Background: an optimization exercise with open tools, aiming at small area, a short achievable clock period and few clock cycles per item. Do not read the settings as production practice. Only simulation tests tie the RTL to the original design; equivalence was not proved.

[flow/constraint.sdc]
create_clock -name core_clock -period 8.0 [get_ports {clk}]
set_input_delay 1.6000 -clock core_clock [delete_from_list [all_inputs] [get_ports {clk}]]
set_output_delay 1.6000 -clock core_clock [all_outputs]
set_load 0.01 [all_outputs]
[flow/run.sh]
#!/bin/bash
# synth_recipe.tcl (not shown) runs the flow's synth.tcl, then flattens the netlist and writes it again
# the make line also repeats each setting of config.mk as NAME=value (left out here)
make -C /OpenROAD-flow-scripts/flow DESIGN_CONFIG=/design/flow/config.mk WORK_HOME=/design/flow/orfs CLKGATE_MAP_FILE= SYNTH_SCRIPT=/design/flow/synth_recipe.tcl finish
[flow/config.mk]
export PLATFORM = sky130hd
export DESIGN_NAME = rsa_modexp
export DESIGN_NICKNAME = rsa_modexp
export VERILOG_FILES = /design/flow/design.v
export SDC_FILE = /design/flow/constraint.sdc
export NUM_CORES = 4
export LEC_CHECK = 0
export CAP_MARGIN = 20
export CORE_MARGIN = 2
export CORE_UTILIZATION = 40
export SLEW_MARGIN = 20
[flow/design.v]
package rsa_pkg;
    typedef logic [64-1:0] rsa_word_t;
    typedef struct packed {
        logic      mode;
        rsa_word_t msg;
        rsa_word_t exp;
        rsa_word_t modulus;
    } rsa_req_t;
    typedef struct packed {
        rsa_word_t x;
        rsa_word_t y;
    } mont_op_t;
endpackage
`timescale 1ns/1ps
module r2_mod_n (
    input  logic               clk,
    input  logic               rst_n,
    input  logic               r2_start,
    input  rsa_pkg::rsa_word_t modulus,
    output rsa_pkg::rsa_word_t r2,
    output logic               r2_done
);
    logic [64:0]       acc;
    logic [8-1:0] cnt;
    logic [64+1:0]     dbl;
    logic [64+1:0]     diff;
    assign dbl  = {acc, 1'b0};
    assign diff = dbl - {2'b00, modulus};
    always_ff @(posedge clk) begin
        if (!rst_n) begin
            cnt     <= '0;
            r2_done <= 1'b0;
        end else begin
            r2_done <= 1'b0;
            if (r2_start) begin
                cnt <= 8'((2 * 64));
            end else if (cnt != '0) begin
                cnt     <= cnt - 1'b1;
                r2_done <= (cnt == 8'(1));
            end
        end
    end
    always_ff @(posedge clk) begin
        if (r2_start) begin
            acc <= (64+1)'(1);
        end else if (cnt != '0) begin
            acc <= diff[64+1] ? dbl[64:0] : diff[64:0];
        end
    end
    assign r2 = acc[64-1:0];
endmodule
`timescale 1ns/1ps
module mont_mul (
    input  logic               clk,
    input  logic               rst_n,
    input  logic               mul_start,
    input  rsa_pkg::mont_op_t  mul_op,
    input  rsa_pkg::rsa_word_t modulus,
    output rsa_pkg::rsa_word_t prod,
    output logic               mul_done
);
    localparam logic [8-1:0] total_cycles = 8'(64 + 1);
    rsa_pkg::rsa_word_t    x_q;
    rsa_pkg::rsa_word_t    y_q;
    logic [64:0]       acc;
    logic [8-1:0] cnt;
    logic [64+1:0]     sum_y;
    logic [64+1:0]     sum_n;
    logic [64+1:0]     diff;
    always_comb begin
        sum_y = {1'b0, acc} + (x_q[0] ? {2'b00, y_q} : '0);
        sum_n = sum_y + (sum_y[0] ? {2'b00, modulus} : '0);
    end
    assign diff = {1'b0, acc} - {2'b00, modulus};
    always_ff @(posedge clk) begin
        if (!rst_n) begin
            cnt      <= '0;
            mul_done <= 1'b0;
        end else begin
            mul_done <= 1'b0;
            if (mul_start) begin
                cnt <= total_cycles;
            end else if (cnt != '0) begin
                cnt      <= cnt - 1'b1;
                mul_done <= (cnt == 8'(1));
            end
        end
    end
    always_ff @(posedge clk) begin
        if (mul_start) begin
            x_q <= mul_op.x;
            y_q <= mul_op.y;
            acc <= '0;
        end else if (cnt > 8'(1)) begin
            acc <= sum_n[64+1:1];
            x_q <= x_q >> 1;
        end else if (cnt == 8'(1) && !diff[64+1]) begin
            acc <= diff[64:0];
        end
    end
    assign prod = acc[64-1:0];
endmodule
`timescale 1ns/1ps
module exp_ctrl (
    input  logic               clk,
    input  logic               rst_n,
    input  logic               start,
    input  rsa_pkg::rsa_req_t  req,
    output rsa_pkg::rsa_word_t modulus,
    output logic               r2_start,
    input  rsa_pkg::rsa_word_t r2,
    input  logic               r2_done,
    output logic               mul_start,
    output rsa_pkg::mont_op_t  mul_op,
    input  rsa_pkg::rsa_word_t prod,
    input  logic               mul_done,
    output rsa_pkg::rsa_word_t result,
    output logic               busy,
    output logic               done
);
    typedef enum logic [2:0] {
        s_idle,
        s_r2_wait,
        s_conv_in,
        s_bit_test,
        s_mul_wait,
        s_sqr_wait,
        s_conv_out,
        s_finish
    } state_t;
    localparam rsa_pkg::rsa_word_t word_one = rsa_pkg::rsa_word_t'(1);
    state_t                state;
    logic                  conv_sel;
    logic [8-1:0] bit_cnt;
    logic                  last_bit;
    logic                  mode_q;
    rsa_pkg::rsa_word_t    msg_q;
    rsa_pkg::rsa_word_t    exp_q;
    rsa_pkg::rsa_word_t    mod_q;
    rsa_pkg::rsa_word_t    r2_q;
    rsa_pkg::rsa_word_t    c_q;
    rsa_pkg::rsa_word_t    p_q;
    assign last_bit = (bit_cnt == 8'(64));
    always_ff @(posedge clk) begin
        if (!rst_n) begin
            state     <= s_idle;
            r2_start  <= 1'b0;
            mul_start <= 1'b0;
            conv_sel  <= 1'b0;
            bit_cnt   <= '0;
            result    <= '0;
        end else begin
            r2_start  <= 1'b0;
            mul_start <= 1'b0;
            case (state)
                s_idle: begin
                    if (start) begin
                        state    <= s_r2_wait;
                        r2_start <= 1'b1;
                        conv_sel <= 1'b0;
                        bit_cnt  <= '0;
                    end
                end
                s_r2_wait: begin
                    if (r2_done) begin
                        state     <= s_conv_in;
                        mul_start <= 1'b1;
                    end
                end
                s_conv_in: begin
                    if (mul_done) begin
                        if (mode_q) begin
                            state     <= s_conv_out;
                            mul_start <= 1'b1;
                        end else if (!conv_sel) begin
                            conv_sel  <= 1'b1;
                            mul_start <= 1'b1;
                        end else begin
                            state <= s_bit_test;
                        end
                    end
                end
                s_bit_test: begin
                    mul_start <= 1'b1;
                    if (last_bit) begin
                        state <= s_conv_out;
                    end else if (exp_q[0]) begin
                        state <= s_mul_wait;
                    end else begin
                        state <= s_sqr_wait;
                    end
                end
                s_mul_wait: begin
                    if (mul_done) begin
                        state     <= s_sqr_wait;
                        mul_start <= 1'b1;
                    end
                end
                s_sqr_wait: begin
                    if (mul_done) begin
                        state   <= s_bit_test;
                        bit_cnt <= bit_cnt + 1'b1;
                    end
                end
                s_conv_out: begin
                    if (mul_done) begin
                        state  <= s_finish;
                        result <= prod;
                    end
                end
                default: state <= s_idle;
            endcase
        end
    end
    always_ff @(posedge clk) begin
        case (state)
            s_idle: begin
                if (start) begin
                    mode_q <= req.mode;
                    msg_q  <= req.msg;
                    exp_q  <= req.exp;
                    mod_q  <= req.modulus;
                end
            end
            s_r2_wait: begin
                if (r2_done) begin
                    r2_q   <= r2;
                    mul_op <= {msg_q, r2};
                end
            end
            s_conv_in: begin
                if (mul_done && !conv_sel) begin
                    p_q <= prod;
                    if (mode_q) begin
                        mul_op <= {prod, exp_q};
                    end else begin
                        mul_op <= {word_one, r2_q};
                    end
                end else if (mul_done) begin
                    c_q <= prod;
                end
            end
            s_bit_test: begin
                if (last_bit) begin
                    mul_op <= {c_q, word_one};
                end else if (exp_q[0]) begin
                    mul_op <= {c_q, p_q};
                end else begin
                    mul_op <= {p_q, p_q};
                end
            end
            s_mul_wait: begin
                if (mul_done) begin
                    c_q    <= prod;
                    mul_op <= {p_q, p_q};
                end
            end
            s_sqr_wait: begin
                if (mul_done) begin
                    p_q   <= prod;
                    exp_q <= exp_q >> 1;
                end
            end
            default: ;
        endcase
    end
    assign modulus = mod_q;
    assign busy    = (state != s_idle);
    assign done    = (state == s_finish);
endmodule
`timescale 1ns/1ps
module rsa_top (
    input  logic               clk,
    input  logic               rst_n,
    input  logic               start,
    input  rsa_pkg::rsa_req_t  req,
    output rsa_pkg::rsa_word_t result,
    output logic               busy,
    output logic               done
);
    rsa_pkg::rsa_word_t modulus;
    rsa_pkg::rsa_word_t r2;
    rsa_pkg::rsa_word_t prod;
    rsa_pkg::mont_op_t  mul_op;
    logic               r2_start;
    logic               r2_done;
    logic               mul_start;
    logic               mul_done;
    exp_ctrl u_ctrl (
        .clk       (clk),
        .rst_n     (rst_n),
        .start     (start),
        .req       (req),
        .modulus   (modulus),
        .r2_start  (r2_start),
        .r2        (r2),
        .r2_done   (r2_done),
        .mul_start (mul_start),
        .mul_op    (mul_op),
        .prod      (prod),
        .mul_done  (mul_done),
        .result    (result),
        .busy      (busy),
        .done      (done)
    );
    r2_mod_n u_r2 (
        .clk      (clk),
        .rst_n    (rst_n),
        .r2_start (r2_start),
        .modulus  (modulus),
        .r2       (r2),
        .r2_done  (r2_done)
    );
    mont_mul u_mul (
        .clk       (clk),
        .rst_n     (rst_n),
        .mul_start (mul_start),
        .mul_op    (mul_op),
        .modulus   (modulus),
        .prod      (prod),
        .mul_done  (mul_done)
    );
endmodule
`timescale 1ns/1ps
module rsa_modexp (
    input  logic        clk,
    input  logic        rst_n,
    input  logic        start,
    input  logic        mode,
    input  logic [63:0] msg,
    input  logic [63:0] exp,
    input  logic [63:0] modulus,
    output logic [63:0] result,
    output logic        busy,
    output logic        done
);
    rsa_pkg::rsa_req_t req;
    assign req.mode    = mode;
    assign req.msg     = msg;
    assign req.exp     = exp;
    assign req.modulus = modulus;
    rsa_top u_top (
        .clk    (clk),
        .rst_n  (rst_n),
        .start  (start),
        .req    (req),
        .result (result),
        .busy   (busy),
        .done   (done)
    );
endmodule
==> results_dict.tcl <==
set metrics [dict create \
    vias_per_cell 5.80 \
    critPathTopFamily "compound AO/OA/AOI/OAI gates" \
    timing.slew.headroom_pct 20.7 \
    slowest_stage "a2111oi_0" \
    grt_antenna_before_repair 1 \
    dr_total_vias 39343 \
    rows 128 \
    synth_top_family_by_area "compound AO/OA/AOI/OAI gates" \
    maxSlewViolCount 0 \
    post-route-period-util_pct 90.4 \
    cts.sinks 867 \
    synthSimpleGateAreaFrac_pct 14.8 \
    finalWorstSetupSlack_ps 769 \
    die_height_um 354 \
    cts_tree "done" \
    grt_setup_unrepaired "false" \
    cp.arrival_ps 7770 \
    synth-seq-cells 867 \
    post-place-ws_ps 893 \
    coreArea_um2 122000 \
    instances_no_fill 6781 \
    min-delay-start "u_top.u_ctrl.mul_op[54]" \
    nets 5535 \
    clkTransAtPathRegs_ps 60 \
    wl_um 164000 \
    ys.flop_type "edfxtp_1" \
    end_kind "flop" \
    synthAdderAreaFrac_pct 6.82 \
    synth_fp_nets 5389 \
    r2r_start "u_top.u_mul.x_q[0]" \
    start_util_pct 40.3 \
    firstDrtPassIters 6 \
    die_w_um 354 \
    maxCapViolations 0 \
    dpl.hpwl_um 118000 \
    hold_path.class "flop to flop" \
    skew_ps 31.9 \
    cp-startpoint "u_top.u_mul.x_q[0]" \
    drc 0 \
    place_congestion 0.981 \
    ys_types 106 \
    synthXorXnorAreaFrac_pct 4.57 \
    grt_overflow 0 \
    cts-root-buf "clkbuf_16" \
    n_antenna_cell 0 \
    post-cts-setup-buffers 0 \
    wire_per_inst_um 24.1 \
    required_ps 8540 \
    grt_pass1_vias 37857 \
    clk_latency_ps 700 \
    tightest_slew_ps 1180 \
    setup_viol 0 \
    io_pins 262 \
    drtAntennaViolNets 0 \
    cts_resized 0 \
    dp.cells 6600 \
    portBuffers 261 \
    grt_max_degree 74 \
    die-area_um2 125000 \
    grt_first_pass_wirelength_um 243000 \
    status "no timing/DRC/antenna violations" \
    drtIter0Drc 3921 \
    cts_buffers 95 \
    syn_area_per_cell_um2 9.96 \
    hold_slack_ps 416 \
    synth_area_um2 49100 \
    postSynthCellCount 4928 \
    worstSetupPathType "flop to flop" \
    yosysSeqAreaShare_pct 48.5 \
    critPathLaunchType "flop" \
    yosysWarnings 3 \
    synth_compound_area_share_pct 18.3 \
    synth_mux_area_share_pct 3.63 \
    htree_num_levels 3 \
    synthArstFlopShare_pct 0 \
    max_stage_delay_ps 790 \
    cp_max_fo 37 \
    postCtsHoldBufs 0 \
    syn_to_final_growth_pct 15.1 \
    crit_buf_inv 1 \
    hold_viol 0 \
    synth_edf_count 641 \
    grt.total_usage_pct 25.4 \
    max_freq_mhz 138 \
    fin_tns_setup_ps 0 \
    finalWorstPathRequiredPeriod_ps 7230 \
    path_cells "buf_4 -> nand2_1 -> fa_1 -> nand2b_1 -> a21oi_1 -> o21ai_0 -> a2111oi_0 -> nor2_1 -> a21o_1 -> o31ai_1 -> xor2_1 -> ha_1 -> and3_1 -> a221oi_1 -> o21bai_1 -> nor2_1 -> o31a_1 -> a21oi_1 -> a41oi_1 -> o21ai_1 -> a31oi_1 -> o311ai_0 -> xnor2_1 -> o22ai_1" \
    cts_max_path_buffers 3 \
    drive_gt1_share_pct 7.91 \
]
[area by class of cell]
class                      count  area [um2]
inverter                     137         520
fill                       11494       65300
clock buffer                 132        2690
tap                         1625        2030
timing repair buffer         314        3060
clock inverter                47         588
multi-input combinational   3659       23800
sequential                   867       23800
[registers in the layout (all words and copies together) (netlist names), 64 cells and up]
| signal | count |
|---|---|
| u_top.u_ctrl.exp_q | 64 |
| u_top.u_mul.x_q | 64 |
| u_top.u_ctrl.c_q | 64 |
| u_top.u_ctrl.p_q | 64 |
| u_top.u_r2.acc | 65 |
| u_top.u_ctrl.msg_q | 64 |
| u_top.u_ctrl.mul_op | 128 |
| u_top.u_ctrl.result | 64 |
| u_top.u_ctrl.mod_q | 64 |
| u_top.u_mul.y_q | 64 |
| u_top.u_mul.acc | 65 |
| u_top.u_ctrl.r2_q | 64 |
[metal layers]
layer	global-route usage [%]	vias up	wire, um
li1	-	18469	-
met1	36.4	19351	76700
met2	40.6	1310	74100
met3	3.13	213	8890
met4	6.22	0	4000
met5	0	-	0
[layout by cell type, fill, tap and decap left out, types with 47 or more instances in the layout]
cell type | Yosys | final
nand4_1 | 59 | 59
xnor2_1 | 153 | 153
o21ai_0 | 181 | 181
mux2_2 | 127 | 127
and2_1 | 143 | 143
a211oi_1 | 90 | 90
dfxtp_1 | 226 | 224
nand3_1 | 62 | 62
a31oi_1 | 49 | 49
a221oi_1 | 106 | 106
ha_1 | 261 | 260
nor3_1 | 54 | 52
clkbuf_16 | 0 | 99
edfxtp_1 | 641 | 641
xor2_1 | 103 | 103
a21oi_1 | 486 | 485
clkdlybuf4s50_1 | 0 | 261
o21bai_1 | 47 | 47
buf_4 | 1 | 50
nor2_1 | 465 | 459
a21o_1 | 156 | 156
inv_1 | 135 | 134
nand2_1 | 636 | 631
[final timing paths]
check / endpoint / slack [ps] / cells past startpoint
worst max-delay path: u_top.u_mul.acc[59] / 770 / 24
worst min-delay path: u_top.u_mul.y_q[54] / 420 / 0
worst max register to register: u_top.u_mul.acc[59] / 770 / 24
worst min register to register: u_top.u_mul.y_q[54] / 420 / 0
[synthesized netlist by cell type (16+ instances only)]
library cell | instances | area share, %
dfxtp_1 | 226 | 9.2
a21o_1 | 156 | 2.4
o21ai_0 | 181 | 1.8
a21oi_1 | 486 | 5.0
o31ai_1 | 17 | 0.26
a31oi_1 | 49 | 0.62
nor3_1 | 54 | 0.55
o21a_1 | 27 | 0.41
a222oi_1 | 41 | 0.84
xnor2_1 | 153 | 2.7
a221oi_1 | 106 | 1.9
and3_1 | 44 | 0.56
inv_1 | 135 | 1.0
edfxtp_1 | 641 | 39
nand3_1 | 62 | 0.63
mux2i_1 | 35 | 0.71
nand2_1 | 636 | 4.9
nor2_1 | 465 | 3.6
and2_1 | 143 | 1.8
nor2b_1 | 33 | 0.42
o21bai_1 | 47 | 0.72
a31o_2 | 16 | 0.29
nand2b_1 | 34 | 0.43
ha_1 | 261 | 6.7
clkbuf_1 | 232 | 1.8
nand4_1 | 59 | 0.75
xor2_1 | 103 | 1.8
mux2_2 | 127 | 2.9
o211ai_1 | 23 | 0.35
a211oi_1 | 90 | 1.4
[metrics by stage]
| stage | utilization (%) | area (um2) |
|---|---|---|
| final | 46.4 | 56500 |
| after global routing | 46.4 | 56500 |
| after CTS | 46.3 | 56400 |
| after detailed placement | 43.7 | 53100 |
| after global placement | 43.7 | 53100 |
| after floorplan | - | 49100 |
[kinds of logic after synthesis]
logic type,after synthesis
adders and majority gates,265
DFF,867
buffers and inverters,402
muxes,162
xor gates and xnor gates,256
AOI/OAI and AO/OA,1369
and+or+nand+nor,1607
[worst reg2reg max path, delay by kind of cell, from the launching register on]
kind	cells	cell delay (ps)
buf+inv	1	330
fa+ha+maj	2	910
compound gates	14	4240
flops	1	360
simple gates	5	920
xor+xnor	2	310
Testbench counts, summed over its fixed seeds: cycles 951,134, ops 192.

-- re-timing with driven ports --
The results above use ideal ports. As a check the final layout listed here was re-extracted and re-timed, cells and wires unchanged. Step 1 assumes that a clkbuf_16 drives the clock port and a buf_2 every other input. Step 2 also shifts input and output timing later by t, the mid clock arrival at the registers, as if the neighbouring blocks saw the same clock. a / b / c = ideal / step 1 / step 2; a / b = the first two.
t, ns: 0.760
setup slack, ns: 0.769 / 0.769 / 0.769
worst setup path after step 2: register to register
latest minus earliest clock arrival (ns): 0.032 / 0.032
cell pins on the clock port's net: 1
After both steps this run still meets setup and hold. The setup slack of this run moves by 0.000 ns with the drivers and by 0.000 ns with both steps.
